Context: an optimization exercise on an open-source flow, tuned for small area, a short achievable clock period and few clock cycles per item. The choices shown serve that exercise and are no tape-out recipe.
Where RTL was checked, it was by simulation tests only, not by an equivalence proof against the original.

==> try-raven <==
// mmt_top
module mmt_top (
	input  logic clk,
	input  logic rst_n,
	input  logic in_valid,
	input  logic in_valid2,
	input  mmt_pkg::elem_t matrix,
	input  mmt_pkg::mat_idx_t matrix_idx,
	input  mmt_pkg::mode_t mode,
	output logic out_valid,
	output mmt_pkg::acc_t out_value
);
	localparam int rw = 28;    
	localparam int p1 = 1;     
	localparam int p2 = 1;     
	logic wr_en;
	logic [5:0] wr_addr;
	mmt_pkg::elem_t wr_data;
	mmt_pkg::mode_t mode_r;
	logic [1:0] idx_ac;
	logic [1:0] idx_b;
	logic q_second;
	mmt_pkg::mat_t mat_ac;
	mmt_pkg::mat_t mat_b;
	matrix_loader u_loader (
		.clk(clk),
		.rst_n(rst_n),
		.in_valid(in_valid),
		.in_valid2(in_valid2),
		.matrix(matrix),
		.matrix_idx(matrix_idx),
		.mode(mode),
		.wr_en(wr_en),
		.wr_addr(wr_addr),
		.wr_data(wr_data),
		.mode_r(mode_r),
		.idx_ac(idx_ac),
		.idx_b(idx_b),
		.q_second(q_second)
	);
	matrix_store u_store (
		.clk(clk),
		.wr_en(wr_en),
		.wr_addr(wr_addr),
		.wr_data(wr_data),
		.sel_ac(idx_ac),
		.sel_b(q_second ? matrix_idx[1:0] : idx_b),
		.mat_ac(mat_ac),
		.mat_b(mat_b)
	);
	localparam int n_ph = 5 + p1 + p2;
	logic [n_ph:1] ph;
	logic busy;
	logic keep;
  ...
==> module mmt_top, before the edit <==
module mmt_top (
	input  logic clk,
	input  logic rst_n,
	input  logic in_valid,
	input  logic in_valid2,
	input  mmt_pkg::elem_t matrix,
	input  mmt_pkg::mat_idx_t matrix_idx,
	input  mmt_pkg::mode_t mode,
	output logic out_valid,
	output mmt_pkg::acc_t out_value
);
	localparam int rw = 28;    
	localparam int p1 = 1;     
	localparam int p2 = 1;     
	logic wr_en;
	logic [5:0] wr_addr;
	mmt_pkg::elem_t wr_data;
	mmt_pkg::mode_t mode_r;
	logic [1:0] idx_ac;
	logic [1:0] idx_b;
	logic q_second;
	mmt_pkg::mat_t mat_ac;
	mmt_pkg::mat_t mat_b;
	matrix_loader u_loader (
		.clk(clk),
		.rst_n(rst_n),
		.in_valid(in_valid),
		.in_valid2(in_valid2),
		.matrix(matrix),
		.matrix_idx(matrix_idx),
		.mode(mode),
		.wr_en(wr_en),
		.wr_addr(wr_addr),
		.wr_data(wr_data),
		.mode_r(mode_r),
		.idx_ac(idx_ac),
		.idx_b(idx_b),
		.q_second(q_second)
	);
	matrix_store u_store (
		.clk(clk),
		.wr_en(wr_en),
		.wr_addr(wr_addr),
		.wr_data(wr_data),
		.sel_ac(idx_ac),
		.sel_b(q_second ? matrix_idx[1:0] : idx_b),
		.mat_ac(mat_ac),
		.mat_b(mat_b)
	);
	localparam int n_ph = 5 + p1 + p2;
	logic [n_ph:1] ph;
	logic busy;
	logic keep;
	logic last;
	assign last = ph[n_ph];
	always_ff @(posedge clk or negedge rst_n) begin
		if (!rst_n) begin
			ph <= '0;
			busy <= 1'b0;
			keep <= 1'b0;
		end else begin
			ph <= {ph[n_ph-1:1], q_second};
			busy <= q_second || (busy && !last);
			keep <= ph[1 + p1 + p2] || ph[2 + p1 + p2] || ph[3 + p1 + p2];
		end
	end
	function automatic logic [127:0] transpose(input logic [127:0] m);
		for (int r = 0; r < 4; r++) begin
			for (int c = 0; c < 4; c++) begin
				transpose[8*(4*c+r) +: 8] = m[8*(4*r+c) +: 8];
			end
		end
	endfunction
	mmt_pkg::mat_t mat_ac_t;
	mmt_pkg::mat_t a_work;
	mmt_pkg::mat_t m_op;
	logic [31:0] y_next;
	logic [31:0] y_op;
	assign mat_ac_t = (busy ? (mode_r != 2'd3) : (mode_r == 2'd1)) ? transpose(mat_ac) : mat_ac;
	always_ff @(posedge clk) begin
		a_work <= q_second ? mat_ac_t : {a_work[127:96], a_work[127:32]};
	end
	always_comb begin
		y_next = '0;
		for (int t = 0; t < 4; t++) begin
			if (ph[1 + p1 + t]) begin
				y_next = y_next | mat_ac_t[32*t +: 32];
			end
		end
	end
	always_ff @(posedge clk) begin
		y_op <= y_next;
	end
	always_ff @(posedge clk) begin
		m_op <= (mode_r == 2'd2) ? transpose(mat_b) : mat_b;
	end
	logic [17:0] u [0:3];
	logic [17:0] u_r [0:3];
	for (genvar j = 0; j < 4; j++) begin : g_s1
		dot4_8x8 u_dot (
			.clk(clk),
			.x0(a_work[7:0]),
			.x1(a_work[15:8]),
			.x2(a_work[23:16]),
			.x3(a_work[31:24]),
			.m0(m_op[8*(0+j) +: 8]),
			.m1(m_op[8*(4+j) +: 8]),
			.m2(m_op[8*(8+j) +: 8]),
			.m3(m_op[8*(12+j) +: 8]),
			.u(u[j])
		);
	end
	always_ff @(posedge clk) begin
		for (int j = 0; j < 4; j++) begin
			u_r[j] <= u[j];
		end
	end
	logic [rw-1:0] acc;
	logic [rw-1:0] r;
	dot4_18x8_acc u_s2 (
		.clk(clk),
		.u0(u_r[0]),
		.u1(u_r[1]),
		.u2(u_r[2]),
		.u3(u_r[3]),
		.y0(y_op[7:0]),
		.y1(y_op[15:8]),
		.y2(y_op[23:16]),
		.y3(y_op[31:24]),
		.acc(acc),
		.r(r)
	);
	always_ff @(posedge clk) begin
		acc <= keep ? r : '0;
	end
	always_ff @(posedge clk or negedge rst_n) begin
		if (!rst_n) begin
			out_valid <= 1'b0;
			out_value <= '0;
		end else begin
			out_valid <= last;
			out_value <= last ? {{(50 - rw){r[rw-1]}}, r} : '0;
		end
	end
endmodule
export LEC_CHECK = 0
export CAP_MARGIN = 20
export CORE_MARGIN = 2
export CORE_UTILIZATION = 40
export SETUP_SLACK_MARGIN = 4.3
export SLEW_MARGIN = 20
create_clock -name core_clock -period 8.0 [get_ports {clk}]
run.sh (not shown) runs the stock make flow with config.mk's settings and CLKGATE_MAP_FILE= SYNTH_SCRIPT=/design/flow/synth_recipe.tcl, a recipe that flattens the netlist after the stock synthesis.
==> inputs of try-garnet, as changes to try-raven <==
==> flow/flow/run.sh (new file) <==
#!/bin/bash
# Layout flow: the standard flow (standard.sh, ORFS to finish) with one
# change to synthesis: Yosys's synth runs with -noabc, which skips its quick
# ABC pass before full-adder extraction (that pass leaves an inverter between
# most of the adder cells). Registers and everything after synthesis are as
# in the standard flow. Tool output goes to flow_make.log here and to ORFS's
# own logs under orfs/logs.
set -euo pipefail
sed '1s/yosys synth -nofsm -noshare/yosys synth -nofsm -noshare -noabc/' synth_recipe.tcl > flow_synth.tcl
grep -q -- '-noabc' flow_synth.tcl
sed "s#SYNTH_SCRIPT=[^ ]*#SYNTH_SCRIPT=$PWD/flow_synth.tcl#" standard.sh > flow_standard.sh
grep -q "SYNTH_SCRIPT=$PWD/flow_synth.tcl" flow_standard.sh
bash flow_standard.sh > flow_make.log 2>&1
==> flow/standard.sh (new file) <==
#!/bin/bash
# synth_recipe.tcl (not shown) runs the flow's synth.tcl, then flattens the netlist and writes it again
# the make line also repeats each setting of config.mk as NAME=value (left out here)
make -C /OpenROAD-flow-scripts/flow DESIGN_CONFIG=/design/flow/config.mk WORK_HOME=/design/flow/orfs CLKGATE_MAP_FILE= SYNTH_SCRIPT=/design/flow/synth_recipe.tcl "${@:-finish}"
Settings changed: SETUP_SLACK_MARGIN 4.3 to 4.1.
removed: flow/run.sh
==> inputs of try-nickel, as changes to try-raven <==
--- a/flow/design.v
+++ b/flow/design.v
@@ -2603,23 +2603,14 @@
 	endfunction
 	mmt_pkg::mat_t mat_ac_t;
 	mmt_pkg::mat_t a_work;
+	mmt_pkg::mat_t c_work;
 	mmt_pkg::mat_t m_op;
-	logic [31:0] y_next;
-	logic [31:0] y_op;
+	logic load_c;
 	assign mat_ac_t = (busy ? (mode_r != 2'd3) : (mode_r == 2'd1)) ? transpose(mat_ac) : mat_ac;
+	assign load_c = ph[1 + p1];
 	always_ff @(posedge clk) begin
 		a_work <= q_second ? mat_ac_t : {a_work[127:96], a_work[127:32]};
-	end
-	always_comb begin
-		y_next = '0;
-		for (int t = 0; t < 4; t++) begin
-			if (ph[1 + p1 + t]) begin
-				y_next = y_next | mat_ac_t[32*t +: 32];
-			end
-		end
-	end
-	always_ff @(posedge clk) begin
-		y_op <= y_next;
+		c_work <= load_c ? mat_ac_t : {c_work[127:96], c_work[127:32]};
 	end
 	always_ff @(posedge clk) begin
 		m_op <= (mode_r == 2'd2) ? transpose(mat_b) : mat_b;
@@ -2653,10 +2644,10 @@
 		.u1(u_r[1]),
 		.u2(u_r[2]),
 		.u3(u_r[3]),
-		.y0(y_op[7:0]),
-		.y1(y_op[15:8]),
-		.y2(y_op[23:16]),
-		.y3(y_op[31:24]),
+		.y0(c_work[7:0]),
+		.y1(c_work[15:8]),
+		.y2(c_work[23:16]),
+		.y3(c_work[31:24]),
 		.acc(acc),
 		.r(r)
 	);
==> flow/flow/run.sh (new file) <==
#!/bin/bash
# Layout flow: the standard flow (standard.sh, ORFS to finish) with one
# change to synthesis: Yosys's synth runs with -noabc, which skips its quick
# ABC pass before full-adder extraction (that pass leaves an inverter between
# most of the adder cells). Registers and everything after synthesis are as
# in the standard flow. Tool output goes to flow_make.log here and to ORFS's
# own logs under orfs/logs.
set -euo pipefail
sed '1s/yosys synth -nofsm -noshare/yosys synth -nofsm -noshare -noabc/' synth_recipe.tcl > flow_synth.tcl
grep -q -- '-noabc' flow_synth.tcl
sed "s#SYNTH_SCRIPT=[^ ]*#SYNTH_SCRIPT=$PWD/flow_synth.tcl#" standard.sh > flow_standard.sh
grep -q "SYNTH_SCRIPT=$PWD/flow_synth.tcl" flow_standard.sh
bash flow_standard.sh > flow_make.log 2>&1
==> flow/standard.sh (new file) <==
#!/bin/bash
# synth_recipe.tcl (not shown) runs the flow's synth.tcl, then flattens the netlist and writes it again
# the make line also repeats each setting of config.mk as NAME=value (left out here)
make -C /OpenROAD-flow-scripts/flow DESIGN_CONFIG=/design/flow/config.mk WORK_HOME=/design/flow/orfs CLKGATE_MAP_FILE= SYNTH_SCRIPT=/design/flow/synth_recipe.tcl "${@:-finish}"
removed: flow/run.sh
==> comparison table <==
                                                                                   try-raven             try-garnet                try-nickel
Status                                                              timing/DRC/antenna clean  timing/DRC/antenna clean  timing/DRC/antenna clean
Layout inverter count without the clock tree                                            1395                    454                       449
Utilization after layout                                                              46.80%                 45.47%                    47.13%
Number of vias per cell after detailed routing                                         5.521                  5.648                     5.656
Critical path data required time                                                     8.66 ns                8.67 ns                   8.71 ns
Most numerous cell in the Yosys netlist                             sky130_fd_sc_hd__nand2_1  sky130_fd_sc_hd__fa_1     sky130_fd_sc_hd__fa_1
Startpoint of the most critical setup path                                a_work[16]$_DFF_P_     a_work[19]$_DFF_P_          m_op[11]$_DFF_P_
Met2 track demand over resource in global routing                                     41.05%                 40.57%                    41.36%
Synthesized instance count                                                              7707                   6750                      6878
Area fraction of clock buffers and clock inverters                                    4.287%                 4.551%                    4.703%
Fraction of synthesis flops using an asynchronous set or reset pin                    3.910%                 3.910%                    3.621%
Number of cells in the finished layout apart from fillers                              10974                   9861                     10274
Post CTS Setup Buffer Count                                                              144                     94                       191
Die height                                                                          473.9 um               467.5 um                  474.2 um
Total clock sinks                                                                       1202                   1202                      1298
Cell type of the slowest stage on the worst timing path                sky130_fd_sc_hd__fa_2  sky130_fd_sc_hd__fa_1  sky130_fd_sc_hd__dfxtp_2
Post-Synthesis Net Count                                                                9297                   8342                      8470
Testbench counts of try-raven, summed over its fixed seeds: cycles 5,196, queries 576.
Testbench counts of try-garnet, summed over its fixed seeds: cycles 5,196, queries 576.
The RTL of try-nickel was laid out without a check of its function.

## static timing again, ports no longer ideal
In the flow no input, the clock included, has a driving cell. The finished layouts below were timed again as built, in two steps. Step 1, drivers: a clkbuf_16 drives clk and a buf_2 each remaining input, both assumed. Step 2, shift: input delay + t, output delay - t, t = (earliest + latest rising clock arrival at the registers) / 2. This alone moves slack from input paths to output paths. Three values: ideal, step 1, step 2; two values: the first two.
run | shift t [ns] | setup slack, ns | worst register clock-pin slew, ns
try-raven | 0.881 | 4.046 / 4.046 / 3.581 | 0.07 / 0.07
try-garnet | 0.885 | 4.101 / 4.101 / 3.293 | 0.07 / 0.07
try-nickel | 0.895 | 4.024 / 4.024 / 3.699 | 0.07 / 0.07
After both steps setup and hold are still met in every run listed. The setup slack of try-garnet, which loses most, moves by 0.000 ns with the drivers and by -0.808 ns with both steps.
